This design comes from an exercise in tuning for small area on the open sky130 flow, not from production work.
Where RTL was checked, it was by simulation tests only, not by an equivalence proof against the original.

==> 02-25: inputs <==
==> flow/design.v <==
package cpu_pkg;
  localparam logic [1:0] BP_SNT = 2'b00;
  localparam logic [1:0] BP_WNT = 2'b01;
  localparam logic [1:0] BP_WT  = 2'b10;
  localparam logic [1:0] BP_ST  = 2'b11;
  localparam int BP_ENTRIES = 16;
  localparam int PRED_TAKEN_W = 1;
  localparam int PRED_PC_W    = 32;
  typedef struct packed {
    logic [PRED_TAKEN_W-1:0] taken;
    logic [PRED_PC_W-1:0]    pc;
  } bp_pred_t;
endpackage
module bp_sat_counter2 (
  input  logic [1:0] cnt,
  input  logic       taken,
  output logic [1:0] cnt_nxt
);
  always_comb begin
    cnt_nxt = cnt;
    unique case (1'b1)
      (taken && (cnt != cpu_pkg::BP_ST)):   cnt_nxt = cnt + 2'd1;
      (!taken && (cnt != cpu_pkg::BP_SNT)): cnt_nxt = cnt - 2'd1;
      default: ;
    endcase
  end
endmodule
module branch_predictor_btb #(
  parameter int         ENTRIES  = cpu_pkg::BP_ENTRIES,
  parameter int         IDX_W    = $clog2(ENTRIES),
  parameter logic [1:0] CNT_INIT = cpu_pkg::BP_WT
) (
  input  logic        clk,
  input  logic        rst,
  input  logic [31:0] pc_IF,
  output logic        pred_taken_IF,
  output logic [31:0] pred_pc_IF,
  input  logic        upd_valid_EX,
  input  logic [31:0] upd_pc_EX,
  input  logic        upd_is_jal_EX,
  input  logic        upd_taken_EX,
  input  logic [31:0] upd_target_EX,
  input  logic        pred_taken_EX,
  input  logic [31:0] pred_pc_EX,
  output logic        mispredict_EX,
  output logic [31:0] redirect_pc_EX,
  output logic [31:0] stat_br_cnt,
  output logic [31:0] stat_miss_cnt
);
  localparam int TAG_W = 30 - IDX_W;
  logic [ENTRIES-1:0] r_valid;
  logic [ENTRIES-1:0] r_jal;
  logic [1:0]         r_cnt [ENTRIES];
  logic [TAG_W-1:0]   r_tag [ENTRIES];
  logic [31:0]        r_tgt [ENTRIES];
  logic [31:0]        r_br_cnt;
  logic [31:0]        r_miss_cnt;
  logic [IDX_W-1:0] w_if_idx;
  logic [TAG_W-1:0] w_if_tag;
  logic             w_if_hit;
  logic [IDX_W-1:0] w_up_idx;
  logic [TAG_W-1:0] w_up_tag;
  logic             w_up_hit;
  logic             w_train;
  logic             w_alloc;
  logic [1:0]       w_cnt_nxt;
  assign w_if_idx = pc_IF[IDX_W+1:2];
  assign w_if_tag = pc_IF[31:IDX_W+2];
  assign w_if_hit = r_valid[w_if_idx] &&
                    (r_tag[w_if_idx] == w_if_tag);
  assign pred_taken_IF = w_if_hit &&
                         (r_cnt[w_if_idx][1] || r_jal[w_if_idx]);
  assign pred_pc_IF    = pred_taken_IF ? r_tgt[w_if_idx]
                                       : pc_IF + 32'd4;
  assign w_up_idx = upd_pc_EX[IDX_W+1:2];
  assign w_up_tag = upd_pc_EX[31:IDX_W+2];
  assign w_up_hit = r_valid[w_up_idx] &&
                    (r_tag[w_up_idx] == w_up_tag);
  assign w_train = upd_valid_EX && w_up_hit;
  assign w_alloc = upd_valid_EX && !w_up_hit && upd_taken_EX;
  bp_sat_counter2 u_cnt (
    .cnt     (r_cnt[w_up_idx]),
    .taken   (upd_taken_EX),
    .cnt_nxt (w_cnt_nxt)
  );
  always_comb begin
    mispredict_EX  = 1'b0;
    redirect_pc_EX = 32'd0;
    if (upd_valid_EX) begin
      mispredict_EX = (pred_taken_EX != upd_taken_EX) ||
                      (upd_taken_EX &&
                       (pred_pc_EX != upd_target_EX));
      redirect_pc_EX = upd_taken_EX ? upd_target_EX
                                    : upd_pc_EX + 32'd4;
    end
  end
  always_ff @(posedge clk) begin
    if (rst) begin
      r_valid    <= '0;
      r_br_cnt   <= 32'd0;
      r_miss_cnt <= 32'd0;
      for (int i = 0; i < ENTRIES; i++) begin
        r_cnt[i] <= cpu_pkg::BP_SNT;
      end
    end else begin
      if (upd_valid_EX) r_br_cnt <= r_br_cnt + 32'd1;
      if (mispredict_EX) r_miss_cnt <= r_miss_cnt + 32'd1;
      if (w_train) begin
        r_cnt[w_up_idx] <= w_cnt_nxt;
      end else if (w_alloc) begin
        r_valid[w_up_idx] <= 1'b1;
        r_cnt[w_up_idx]   <= upd_is_jal_EX ? cpu_pkg::BP_ST : CNT_INIT;
      end
    end
  end
  always_ff @(posedge clk) begin
    if (!rst) begin
      if (w_alloc || (w_train && upd_taken_EX)) begin
        r_tgt[w_up_idx] <= upd_target_EX;
      end
      if (w_alloc) begin
        r_tag[w_up_idx] <= w_up_tag;
        r_jal[w_up_idx] <= upd_is_jal_EX;
      end
    end
  end
  assign stat_br_cnt   = r_br_cnt;
  assign stat_miss_cnt = r_miss_cnt;
endmodule
==> flow/run.sh <==
#!/bin/bash
# synth_recipe.tcl (not shown) runs the flow's synth.tcl, then flattens the netlist and writes it again
# the make line also repeats each setting of config.mk as NAME=value (left out here)
make -C /OpenROAD-flow-scripts/flow DESIGN_CONFIG=/design/flow/config.mk WORK_HOME=/design/flow/orfs CLKGATE_MAP_FILE= SYNTH_SCRIPT=/design/flow/synth_recipe.tcl finish
==> flow/config.mk <==
export PLATFORM = sky130hd
export DESIGN_NAME = branch_predictor_btb
export DESIGN_NICKNAME = branch_predictor_btb
export VERILOG_FILES = /design/flow/design.v
export SDC_FILE = /design/flow/constraint.sdc
export NUM_CORES = 4
export LEC_CHECK = 0
export CAP_MARGIN = 20
export CORE_MARGIN = 2
export CORE_UTILIZATION = 40
export SLEW_MARGIN = 20
==> flow/constraint.sdc <==
create_clock -name core_clock -period 8.5 [get_ports {clk}]
set_input_delay 1.7000 -clock core_clock [delete_from_list [all_inputs] [get_ports {clk}]]
set_output_delay 1.7000 -clock core_clock [all_outputs]
set_load 0.01 [all_outputs]
==> 08-13 (differences from 02-25) <==
==> flow/design.v (replaced) <==
package cpu_pkg;
  localparam logic [1:0] BP_SNT = 2'b00;
  localparam logic [1:0] BP_WNT = 2'b01;
  localparam logic [1:0] BP_WT  = 2'b10;
  localparam logic [1:0] BP_ST  = 2'b11;
  localparam int BP_ENTRIES = 16;
  localparam int PRED_TAKEN_W = 1;
  localparam int PRED_PC_W    = 32;
  typedef struct packed {
    logic [PRED_TAKEN_W-1:0] taken;
    logic [PRED_PC_W-1:0]    pc;
  } bp_pred_t;
endpackage
module bp_aoi222 (
  input  logic [2:0] s,
  input  logic [2:0] d,
  output logic       y_n
);
  assign y_n = ~|(s & d);
endmodule
module bp_nand2 (
  input  logic a,
  input  logic b,
  output logic y_n
);
  assign y_n = ~(a & b);
endmodule
module bp_nand6 (
  input  logic [5:0] a,
  output logic       y
);
  assign y = ~&a;
endmodule
module bp_mux16 (
  input  logic [15:0] s,
  input  logic [15:0] d,
  output logic        y
);
  logic [5:0] l;
  for (genvar g = 0; g < 5; g++) begin : g_a
    bp_aoi222 u_a (.s(s[3*g +: 3]), .d(d[3*g +: 3]), .y_n(l[g]));
  end
  bp_nand2 u_l (.a(s[15]), .b(d[15]), .y_n(l[5]));
  bp_nand6 u_o (.a(l), .y(y));
endmodule
module branch_predictor_btb #(
  parameter int         ENTRIES  = cpu_pkg::BP_ENTRIES,
  parameter int         IDX_W    = $clog2(ENTRIES),
  parameter logic [1:0] CNT_INIT = cpu_pkg::BP_WT
) (
  input  logic        clk,
  input  logic        rst,
  input  logic [31:0] pc_IF,
  output logic        pred_taken_IF,
  output logic [31:0] pred_pc_IF,
  input  logic        upd_valid_EX,
  input  logic [31:0] upd_pc_EX,
  input  logic        upd_is_jal_EX,
  input  logic        upd_taken_EX,
  input  logic [31:0] upd_target_EX,
  input  logic        pred_taken_EX,
  input  logic [31:0] pred_pc_EX,
  output logic        mispredict_EX,
  output logic [31:0] redirect_pc_EX,
  output logic [31:0] stat_br_cnt,
  output logic [31:0] stat_miss_cnt
);
  localparam int TAG_W = 30 - IDX_W;
  localparam logic [2:0] S_INV = 3'b000;
  localparam logic [2:0] S_N0  = 3'b001;
  localparam logic [2:0] S_N1  = 3'b010;
  localparam logic [2:0] S_N2  = 3'b100;
  localparam logic [2:0] S_N3  = 3'b101;
  localparam logic [2:0] S_J   = 3'b110;
  logic [2:0]         r_st  [ENTRIES];
  logic [TAG_W-1:0]   r_tag [ENTRIES];
  logic [31:0]        r_tgt [ENTRIES];
  logic [31:0]        r_br_cnt;
  logic [31:0]        r_miss_cnt;
  logic [IDX_W-1:0] w_if_idx;
  logic [TAG_W-1:0] w_if_tag;
  logic [IDX_W-1:0] w_up_idx;
  logic [TAG_W-1:0] w_up_tag;
  logic [2:0]       w_up_st;
  logic             w_up_hit;
  logic             w_st_we;
  logic [2:0]       w_st_nxt;
  logic             w_data_we;
  assign w_if_idx = pc_IF[IDX_W+1:2];
  assign w_if_tag = pc_IF[31:IDX_W+2];
  logic [ENTRIES-1:0] w_if_sel, w_up_sel;
  logic               w_if_t;
  logic [TAG_W-1:0]   w_if_rtag, w_up_rtag;
  logic [31:0]        w_if_rtgt;
  for (genvar i = 0; i < ENTRIES; i++) begin : g_sel
    assign w_if_sel[i] = (w_if_idx == i);
    assign w_up_sel[i] = (w_up_idx == i);
  end
  for (genvar b = 0; b < 32; b++) begin : g_rtgt
    logic [ENTRIES-1:0] col;
    for (genvar i = 0; i < ENTRIES; i++) begin : g_c
      assign col[i] = r_tgt[i][b];
    end
    bp_mux16 u_m (.s(w_if_sel), .d(col), .y(w_if_rtgt[b]));
  end
  for (genvar b = 0; b < TAG_W; b++) begin : g_rtag
    logic [ENTRIES-1:0] col;
    for (genvar i = 0; i < ENTRIES; i++) begin : g_c
      assign col[i] = r_tag[i][b];
    end
    bp_mux16 u_mi (.s(w_if_sel), .d(col), .y(w_if_rtag[b]));
    bp_mux16 u_mu (.s(w_up_sel), .d(col), .y(w_up_rtag[b]));
  end
  for (genvar b = 0; b < 3; b++) begin : g_rst
    logic [ENTRIES-1:0] col;
    for (genvar i = 0; i < ENTRIES; i++) begin : g_c
      assign col[i] = r_st[i][b];
    end
    bp_mux16 u_mu (.s(w_up_sel), .d(col), .y(w_up_st[b]));
    if (b == 2) begin : g_t
      bp_mux16 u_mi (.s(w_if_sel), .d(col), .y(w_if_t));
    end
  end
  assign pred_taken_IF = w_if_t && (w_if_rtag == w_if_tag);
  assign pred_pc_IF    = pred_taken_IF ? w_if_rtgt : pc_IF + 32'd4;
  assign w_up_idx = upd_pc_EX[IDX_W+1:2];
  assign w_up_tag = upd_pc_EX[31:IDX_W+2];
  assign w_up_hit = (w_up_st != S_INV) && (w_up_rtag == w_up_tag);
  always_comb begin
    w_st_nxt = w_up_st;
    if (!w_up_hit) begin
      w_st_nxt = upd_is_jal_EX ? S_J : S_N2;
    end else if (upd_taken_EX) begin
      case (w_up_st)
        S_N0:    w_st_nxt = S_N1;
        S_N1:    w_st_nxt = S_N2;
        S_N2:    w_st_nxt = S_N3;
        default: w_st_nxt = w_up_st;
      endcase
    end else begin
      case (w_up_st)
        S_N3:    w_st_nxt = S_N2;
        S_N2:    w_st_nxt = S_N1;
        S_N1:    w_st_nxt = S_N0;
        default: w_st_nxt = w_up_st;
      endcase
    end
  end
  assign w_data_we = upd_valid_EX && upd_taken_EX;
  assign w_st_we   = upd_valid_EX && (w_up_hit || upd_taken_EX);
  always_comb begin
    mispredict_EX  = 1'b0;
    redirect_pc_EX = 32'd0;
    if (upd_valid_EX) begin
      mispredict_EX = (pred_taken_EX != upd_taken_EX) ||
                      (upd_taken_EX &&
                       (pred_pc_EX != upd_target_EX));
      redirect_pc_EX = upd_taken_EX ? upd_target_EX
                                    : upd_pc_EX + 32'd4;
    end
  end
  always_ff @(posedge clk) begin
    if (rst) begin
      r_br_cnt   <= 32'd0;
      r_miss_cnt <= 32'd0;
    end else begin
      if (upd_valid_EX) r_br_cnt <= r_br_cnt + 32'd1;
      if (mispredict_EX) r_miss_cnt <= r_miss_cnt + 32'd1;
    end
  end
  for (genvar i = 0; i < ENTRIES; i++) begin : g_ent
    always_ff @(posedge clk) begin
      if (rst || (w_st_we && w_up_sel[i])) begin
        r_st[i] <= rst ? S_INV : w_st_nxt;
      end
    end
    always_ff @(posedge clk) begin
      if (w_data_we && w_up_sel[i]) begin
        r_tgt[i] <= upd_target_EX;
        r_tag[i] <= w_up_tag;
      end
    end
  end
  assign stat_br_cnt   = r_br_cnt;
  assign stat_miss_cnt = r_miss_cnt;
endmodule
SYNTH_HIERARCHICAL = 1   (was unset)
==> impl_metrics.prom <==
# TYPE chip_impl_metric gauge
chip_impl_metric{name="firstDrtPassIters",unit=""} 13
chip_impl_metric{name="grt_pass1_vias",unit=""} 30100
chip_impl_metric{name="use_met1",unit="%"} 37.2
chip_impl_metric{name="globalplace.congestion",unit=""} 0.922
chip_impl_metric{name="wl_met2",unit="mm"} 68.2
chip_impl_metric{name="synth.cell_area",unit="mm²"} 0.0416
chip_impl_info{name="status",value="no timing/DRC/antenna violations"} 1
chip_impl_metric{name="clock_cell_area_share",unit="%"} 6.51
chip_impl_metric{name="cts_num_sinks",unit=""} 1040
chip_impl_info{name="holdCritStartpoint",value="r_miss_cnt[17]$_SDFFE_PP0P_"} 1
chip_impl_info{name="crit_slowest_cell",value="clkdlybuf4s50_1"} 1
chip_impl_metric{name="yosys.cell_types.count",unit=""} 48
chip_impl_metric{name="maxSlewHeadroom",unit="%"} 19.4
-- figures above: 08-13

==> impl_metrics.prom <==
# TYPE chip_impl_metric gauge
chip_impl_info{name="crit_slowest_cell",value="buf_6"} 1
chip_impl_metric{name="firstDrtPassIters",unit=""} 5
chip_impl_metric{name="grt_pass1_vias",unit=""} 28700
chip_impl_info{name="status",value="no timing/DRC/antenna violations"} 1
chip_impl_metric{name="use_met1",unit="%"} 33.6
chip_impl_metric{name="clock_cell_area_share",unit="%"} 6.47
chip_impl_metric{name="synth.cell_area",unit="mm²"} 0.0477
chip_impl_metric{name="maxSlewHeadroom",unit="%"} 27.8
chip_impl_metric{name="cts_num_sinks",unit=""} 1056
-- figures above: 02-25

For 08-13, only the layout was checked, not whether the RTL still works.

[what the ideal ports hide]
Ports are ideal in the flow. The routed layouts listed here were re-timed in OpenROAD.
Step 1 (the two cells are an assumption about what drives the block):
set clk [get_ports {clk}]
set_driving_cell -lib_cell sky130_fd_sc_hd__clkbuf_16 $clk
set_driving_cell -lib_cell sky130_fd_sc_hd__buf_2 [delete_from_list [all_inputs] $clk]
Step 2 also shifts input and output timing later by t, the mid clock arrival at the registers, as if the neighbouring blocks saw the same clock.
Slacks: ideal / step 1 / step 2; pairs: ideal / step 1.
| run | t (ns) | slack for setup (ns) | latest minus earliest clock arrival (ns) |
|---|---|---|---|
| 02-25 | 0.758 | 1.072 / 1.026 / 1.026 | 0.042 / 0.043 |
| 08-13 | 0.756 | 0.087 / 0.064 / -0.084 | 0.032 / 0.033 |
Met with ideal ports but missed after step 2: setup timing in 08-13. For 08-13, which loses most, drivers alone change the setup slack by -0.023 ns; drivers and shift together by -0.171 ns.
